Context: an optimization exercise on an open-source flow, tuned for a short achievable clock period and few clock cycles. The choices shown serve that exercise and are no tape-out recipe.
Power figures rest on the tool's default switching activity, not on a simulated workload.

==> raven <==
==> flow/design.v <==
`default_nettype none
package dlx_isa_pkg;
   localparam int data_width     = 32;
   localparam int pc_width       = 20;
   localparam int reg_addr_width = 5;
   localparam int imm_width      = 16;
   localparam int opcode_width   = 6;
   localparam int func_width     = 6;
   localparam int alu_op_width   = 3;
   localparam int opcode_lsb = 26;
   localparam int rs1_lsb    = 21;
   localparam int rs2_lsb    = 16;
   localparam int rd_lsb     = 11;
   typedef logic [data_width-1:0]     data_t;
   typedef logic [pc_width-1:0]       pc_t;
   typedef logic [reg_addr_width-1:0] reg_addr_t;
   localparam pc_t pc_reset = '0;
   typedef enum logic [opcode_width-1:0] {
      op_rtype = 6'h00,
      op_beqz  = 6'h04,
      op_bnez  = 6'h05,
      op_addi  = 6'h08,
      op_lw    = 6'h23,
      op_sw    = 6'h2b
   } opcode_e;
   typedef enum logic [func_width-1:0] {
      fn_add = 6'h20,
      fn_sub = 6'h22,
      fn_and = 6'h24,
      fn_or  = 6'h25,
      fn_xor = 6'h26,
      fn_slt = 6'h2a
   } func_e;
   typedef enum logic [alu_op_width-1:0] {
      alu_add,
      alu_sub,
      alu_and,
      alu_or,
      alu_xor,
      alu_slt
   } alu_op_e;
endpackage
`default_nettype wire
`default_nettype none
package dlx_pipe_pkg;
   typedef enum logic [1:0] {
      fwd_none,
      fwd_ex_mem,
      fwd_mem_wb
   } fwd_sel_e;
   typedef struct packed {
      logic      valid;
      logic [2:0] alu_op;
      logic      use_imm;
      logic [31:0] imm;
      logic [31:0] a;
      logic [31:0] b;
      logic [4:0] rs1;
      logic [4:0] rs2;
      logic [4:0] rd;
      logic      reg_wr_en;
      logic      mem_rd_en;
      logic      mem_wr_en;
      logic      is_branch;
      logic      branch_on_zero;
      logic [19:0] next_pc;
   } id_ex_t;
   typedef struct packed {
      logic [31:0] alu_data;
      logic [31:0] store_data;
      logic [4:0] rd;
      logic      reg_wr_en;
      logic      mem_rd_en;
      logic      mem_wr_en;
   } ex_mem_t;
   typedef struct packed {
      logic [31:0] alu_data;
      logic [4:0] rd;
      logic      reg_wr_en;
      logic      mem_to_reg;
   } mem_wb_t;
   typedef struct packed {
      logic [4:0] rd;
      logic      wr_en;
      logic [31:0] data;
   } wb_t;
   typedef struct packed {
      logic take;
      logic [19:0]target;
   } redirect_t;
endpackage
`default_nettype wire
`default_nettype none
module reg_file (
   input  wire        clk,
   input  wire        arst_n,
   input  wire [4:0]  rd_addr_a,
   input  wire [4:0]  rd_addr_b,
   output wire [31:0] rd_data_a,
   output wire [31:0] rd_data_b,
   input  wire        wr_en,
   input  wire [4:0]  wr_addr,
   input  wire [31:0] wr_data
);
   reg [31:0] regs [1:31];
   reg [31:1] written;
   genvar i;
   generate
      for (i = 1; i < 32; i = i + 1) begin : g_reg
         always @(posedge clk) begin
            if (wr_en && wr_addr == i) regs[i] <= wr_data;
         end
      end
   endgenerate
   always @(posedge clk or negedge arst_n) begin
      if (!arst_n) begin
         written <= '0;
      end else if (wr_en && wr_addr != 5'd0) begin
         written[wr_addr] <= 1'b1;
      end
   end
   wire [31:0] val [0:31];
   assign val[0] = 32'd0;
   generate
      for (i = 1; i < 32; i = i + 1) begin : g_val
         assign val[i] = written[i] ? regs[i] : 32'd0;
      end
   endgenerate
   assign rd_data_a = val[rd_addr_a];
   assign rd_data_b = val[rd_addr_b];
endmodule
`default_nettype wire
`timescale 1ns/1ns
`default_nettype none
module dlx_core (
   input  wire        clk,
   input  wire        arst_n,
   output wire        instr_rd_en,
   output wire [19:0] instr_addr,
   input  wire [31:0] instruction,
   output wire        data_rd_en,
   output wire        data_wr_en,
   output wire [31:0] data_addr,
   input  wire [31:0] data_read,
   output wire [31:0] data_write
);
   reg        rd_en_q;       
   reg [19:0] pc_f;          
   reg [19:0] pc_d;          
   reg        fv_q;          
   reg        hold_v;
   reg [31:0] hold_w;
   reg [19:0] hold_pc;
   reg        e_wr, e_load, e_store, e_br, e_beqz, e_pred;
   reg [4:0]  e_rd;
   reg [19:0] e_alt;
   reg [31:0] e_a, e_b, e_imm;
   reg        e_use_imm;
   reg        e_sub, e_and, e_or, e_xor, e_slt;
   reg        e_a_m, e_a_w, e_b_m, e_b_w;
   reg        m_wr, m_load, m_store;
   reg [4:0]  m_rd;
   reg [31:0] m_res, m_sd;
   reg        w_wr, w_load;
   reg [4:0]  w_rd;
   reg [31:0] w_res;
   wire [31:0] w_data = w_load ? data_read : w_res;
   wire [31:0] d_w   = hold_v ? hold_w  : instruction;
   wire [19:0] d_pc  = hold_v ? hold_pc : pc_d;
   wire        d_v   = hold_v | fv_q;
   wire [5:0]  d_op   = d_w[31:26];
   wire [5:0]  d_fn   = d_w[5:0];
   wire [4:0]  d_rs1  = d_w[25:21];
   wire [4:0]  d_rs2  = d_w[20:16];
   wire [4:0]  d_rdr  = d_w[15:11];
   wire [31:0] d_imm  = {{16{d_w[15]}}, d_w[15:0]};
   wire d_rtype = (d_op == 6'h00);
   wire d_f_add = (d_fn == 6'h20);
   wire d_f_sub = (d_fn == 6'h22);
   wire d_f_and = (d_fn == 6'h24);
   wire d_f_or  = (d_fn == 6'h25);
   wire d_f_xor = (d_fn == 6'h26);
   wire d_f_slt = (d_fn == 6'h2a);
   wire d_alur  = d_rtype & (d_f_add | d_f_sub | d_f_and | d_f_or | d_f_xor | d_f_slt);
   wire d_addi  = (d_op == 6'h08);
   wire d_lw    = (d_op == 6'h23);
   wire d_sw    = (d_op == 6'h2b);
   wire d_beqz  = (d_op == 6'h04);
   wire d_bnez  = (d_op == 6'h05);
   wire d_br    = (d_beqz | d_bnez) & (d_w[15:0] != 16'd0);
   wire [4:0] d_rd = d_rtype ? d_rdr : d_rs2;
   wire d_wr    = (d_alur | d_addi | d_lw) & (d_rd != 5'd0);
   wire d_use1  = (d_alur | d_addi | d_lw | d_sw | d_br) & (d_rs1 != 5'd0);
   wire d_use2  = (d_alur | d_sw) & (d_rs2 != 5'd0);
   wire d_haz1 = (e_load & (e_rd == d_rs1)) | (m_load & (m_rd == d_rs1));
   wire d_haz2 = (e_load & (e_rd == d_rs2)) | (m_load & (m_rd == d_rs2));
   wire stall  = d_v & ((d_use1 & d_haz1) | (d_use2 & d_haz2));
   wire d_pred = (d_rs1 == 5'd0) ? d_beqz : d_bnez;
   wire [19:0] d_seq    = d_pc + 20'd4;
   wire [19:0] d_target = d_seq + d_imm[19:0];
   wire [31:0] rf_a, rf_b;
   wire        rf_we = w_wr;
   reg_file reg_file_i (
      .clk       (clk),
      .arst_n    (arst_n),
      .rd_addr_a (d_rs1),
      .rd_addr_b (d_rs2),
      .rd_data_a (rf_a),
      .rd_data_b (rf_b),
      .wr_en     (rf_we),
      .wr_addr   (w_rd),
      .wr_data   (w_data)
   );
   wire [31:0] d_a = (rf_we & (w_rd == d_rs1)) ? w_data : rf_a;
   wire [31:0] d_b = (rf_we & (w_rd == d_rs2)) ? w_data : rf_b;
   wire [31:0] x_a = e_a_m ? m_res : (e_a_w ? w_res : e_a);
   wire [31:0] x_b = e_b_m ? m_res : (e_b_w ? w_res : e_b);
   wire [31:0] x_ob = e_use_imm ? e_imm : x_b;
   wire [31:0] x_sum  = x_a + x_ob;
   wire [31:0] x_diff = x_a - x_ob;
   wire        x_lt   = ($signed(x_a) < $signed(x_ob));
   reg  [31:0] x_res;
   always @* begin
      if (e_sub)      x_res = x_diff;
      else if (e_and) x_res = x_a & x_ob;
      else if (e_or)  x_res = x_a | x_ob;
      else if (e_xor) x_res = x_a ^ x_ob;
      else if (e_slt) x_res = {31'd0, x_lt};
      else            x_res = x_sum;
   end
   wire x_taken = (x_a == 32'd0) == e_beqz;
   wire mispred = e_br & (x_taken != e_pred);
   wire d_go     = d_v & ~stall & ~mispred;
   wire d_redir  = d_go & d_br & d_pred;
   always @(posedge clk or negedge arst_n) begin
      if (!arst_n) begin
         rd_en_q <= 1'b0;
         pc_f    <= 20'd0;
         pc_d    <= 20'd0;
         fv_q    <= 1'b0;
         hold_v  <= 1'b0;
      end else begin
         rd_en_q <= 1'b1;
         if (rd_en_q) begin
            pc_d <= pc_f;
            if (mispred)     pc_f <= e_alt;
            else if (stall)  pc_f <= pc_f;
            else if (d_redir) pc_f <= d_target;
            else             pc_f <= pc_f + 20'd4;
         end
         fv_q   <= rd_en_q & ~mispred & ~d_redir;
         hold_v <= stall & ~mispred;
      end
   end
   always @(posedge clk) begin
      if (stall) begin
         hold_w  <= d_w;
         hold_pc <= d_pc;
      end
   end
   always @(posedge clk or negedge arst_n) begin
      if (!arst_n) begin
         e_wr    <= 1'b0;
         e_load  <= 1'b0;
         e_store <= 1'b0;
         e_br    <= 1'b0;
      end else begin
         e_wr    <= d_go & d_wr;
         e_load  <= d_go & d_lw;
         e_store <= d_go & d_sw;
         e_br    <= d_go & d_br;
      end
   end
   always @(posedge clk) begin
      e_rd      <= d_rd;
      e_beqz    <= d_beqz;
      e_pred    <= d_pred;
      e_alt     <= d_pred ? d_seq : d_target;
      e_a       <= d_a;
      e_b       <= d_b;
      e_imm     <= d_imm;
      e_use_imm <= ~d_rtype;
      e_sub     <= d_rtype & d_f_sub;
      e_and     <= d_rtype & d_f_and;
      e_or      <= d_rtype & d_f_or;
      e_xor     <= d_rtype & d_f_xor;
      e_slt     <= d_rtype & d_f_slt;
      e_a_m     <= e_wr & (e_rd == d_rs1);
      e_a_w     <= m_wr & (m_rd == d_rs1);
      e_b_m     <= e_wr & (e_rd == d_rs2);
      e_b_w     <= m_wr & (m_rd == d_rs2);
   end
   always @(posedge clk or negedge arst_n) begin
      if (!arst_n) begin
         m_wr    <= 1'b0;
         m_load  <= 1'b0;
         m_store <= 1'b0;
         w_wr    <= 1'b0;
         w_load  <= 1'b0;
      end else begin
         m_wr    <= e_wr;
         m_load  <= e_load;
         m_store <= e_store;
         w_wr    <= m_wr;
         w_load  <= m_load;
      end
   end
   always @(posedge clk) begin
      m_rd  <= e_rd;
      m_res <= x_res;
      m_sd  <= x_b;
      w_rd  <= m_rd;
      w_res <= m_res;
   end
   assign instr_rd_en = rd_en_q;
   assign instr_addr  = pc_f;
   assign data_rd_en  = m_load;
   assign data_wr_en  = m_store;
   assign data_addr   = m_res;
   assign data_write  = m_sd;
endmodule
`default_nettype wire
==> flow/run.sh <==
#!/bin/bash
# synth_recipe.tcl (not shown) runs the flow's synth.tcl, then flattens the netlist and writes it again
# the make line also repeats each setting of config.mk as NAME=value (left out here)
make -C /OpenROAD-flow-scripts/flow DESIGN_CONFIG=/design/flow/config.mk WORK_HOME=/design/flow/orfs CLKGATE_MAP_FILE= SYNTH_SCRIPT=/design/flow/synth_recipe.tcl finish
==> flow/config.mk <==
export PLATFORM = sky130hd
export DESIGN_NAME = dlx_core
export DESIGN_NICKNAME = dlx_core
export VERILOG_FILES = /design/flow/design.v
export SDC_FILE = /design/flow/constraint.sdc
export NUM_CORES = 4
export LEC_CHECK = 0
export ABC_CLOCK_PERIOD_IN_PS = 2500
export CAP_MARGIN = 20
export CORE_MARGIN = 2
export CORE_UTILIZATION = 25
export PLACE_DENSITY = 0.4
export SETUP_SLACK_MARGIN = 5
export SLEW_MARGIN = 20
export TNS_END_PERCENT = 100
==> flow/constraint.sdc <==
create_clock -name core_clock -period 9.0 [get_ports {clk}]
set_input_delay 1.8000 -clock core_clock [delete_from_list [all_inputs] [get_ports {clk}]]
set_output_delay 1.8000 -clock core_clock [all_outputs]
set_load 0.01 [all_outputs]
==> ember (differences from raven) <==
--- a/flow/config.mk
+++ b/flow/config.mk
@@ -6,10 +6,7 @@
 export NUM_CORES = 4
 export LEC_CHECK = 0
-export ABC_CLOCK_PERIOD_IN_PS = 2500
 export CAP_MARGIN = 20
 export CORE_MARGIN = 2
 export CORE_UTILIZATION = 25
 export PLACE_DENSITY = 0.4
-export SETUP_SLACK_MARGIN = 5
 export SLEW_MARGIN = 20
-export TNS_END_PERCENT = 100
==> run summary <==
quantity                                                                   raven                    ember
Arrival time at the worst endpoint                                       4.91 ns                  6.57 ns
Cell with the largest stage delay on the worst path                      dfrtp_4                   nor2_4
DR vias/cell                                                                6.24                     6.23
Met3 layer usage reported by global route                                  11.2%                    10.9%
Flip-flop and latch share of the layout cell area                          45.8%                    47.9%
Peak supply drop                                                        0.215 mV                 0.216 mV
Run status                                               complete, no violations  complete, no violations
Leak                                                                     28.9 nW                  27.4 nW
Vias in the first global route                                            60,400                   59,200
Pin slew with the least headroom to its limit                            1.28 ns                  1.34 ns
Number of cells on the critical path                                          18                       11
Layout cells sized above 1                                                 17.0%                    11.0%
Detailed Route WL                                                     414,000 um               406,000 um
Number of instances resized during post-cts repair                           304                        0
Non-clk buf share                                                          6.44%                    4.34%
Fill cell count                                                           27,400                   27,800
Number of iterations in the first detailed-routing pass                       13                        9
Placed wire-length estimate                                           243,000 um               248,000 um
Final-layout clock-cell area share                                         6.66%                    6.84%
Met3 wire length                                                       57,900 um                56,600 um
Total global routing track utilization                                     29.2%                    28.7%
No run of this note included a check of the RTL's function; only the layout flow was run.

==> what the ideal ports hide <==
The results above use ideal ports. As a check the final layouts listed here were re-extracted and re-timed, cells and wires unchanged.
Step 1, drivers: a clkbuf_16 drives clk and a buf_2 each remaining input, both assumed.
Step 2 adds t to the input delays and takes it off the output delays; t is the mean of the earliest and latest rising clock arrival at the registers after step 1. Input paths then give back, and output paths get back, about the clock's delay inside the block.
Three values: ideal ports, drivers, drivers and shift; two values: the first two.
run | t, ns | slack for setup (ns) | hold slack, ns | worst setup path at the end | worst slew at a driven data input, ns
raven | 0.959 | 4.807 / 4.807 / 3.998 | 0.347 / 0.347 / 0.347 | input to register | 0.14
ember | 0.944 | 3.214 / 3.214 / 2.462 | 0.353 / 0.353 / 0.353 | input to register | 0.16
After both steps every run listed still meets setup and hold. The setup slack of raven, which loses most, moves by 0.000 ns with the drivers and by -0.809 ns with both steps.
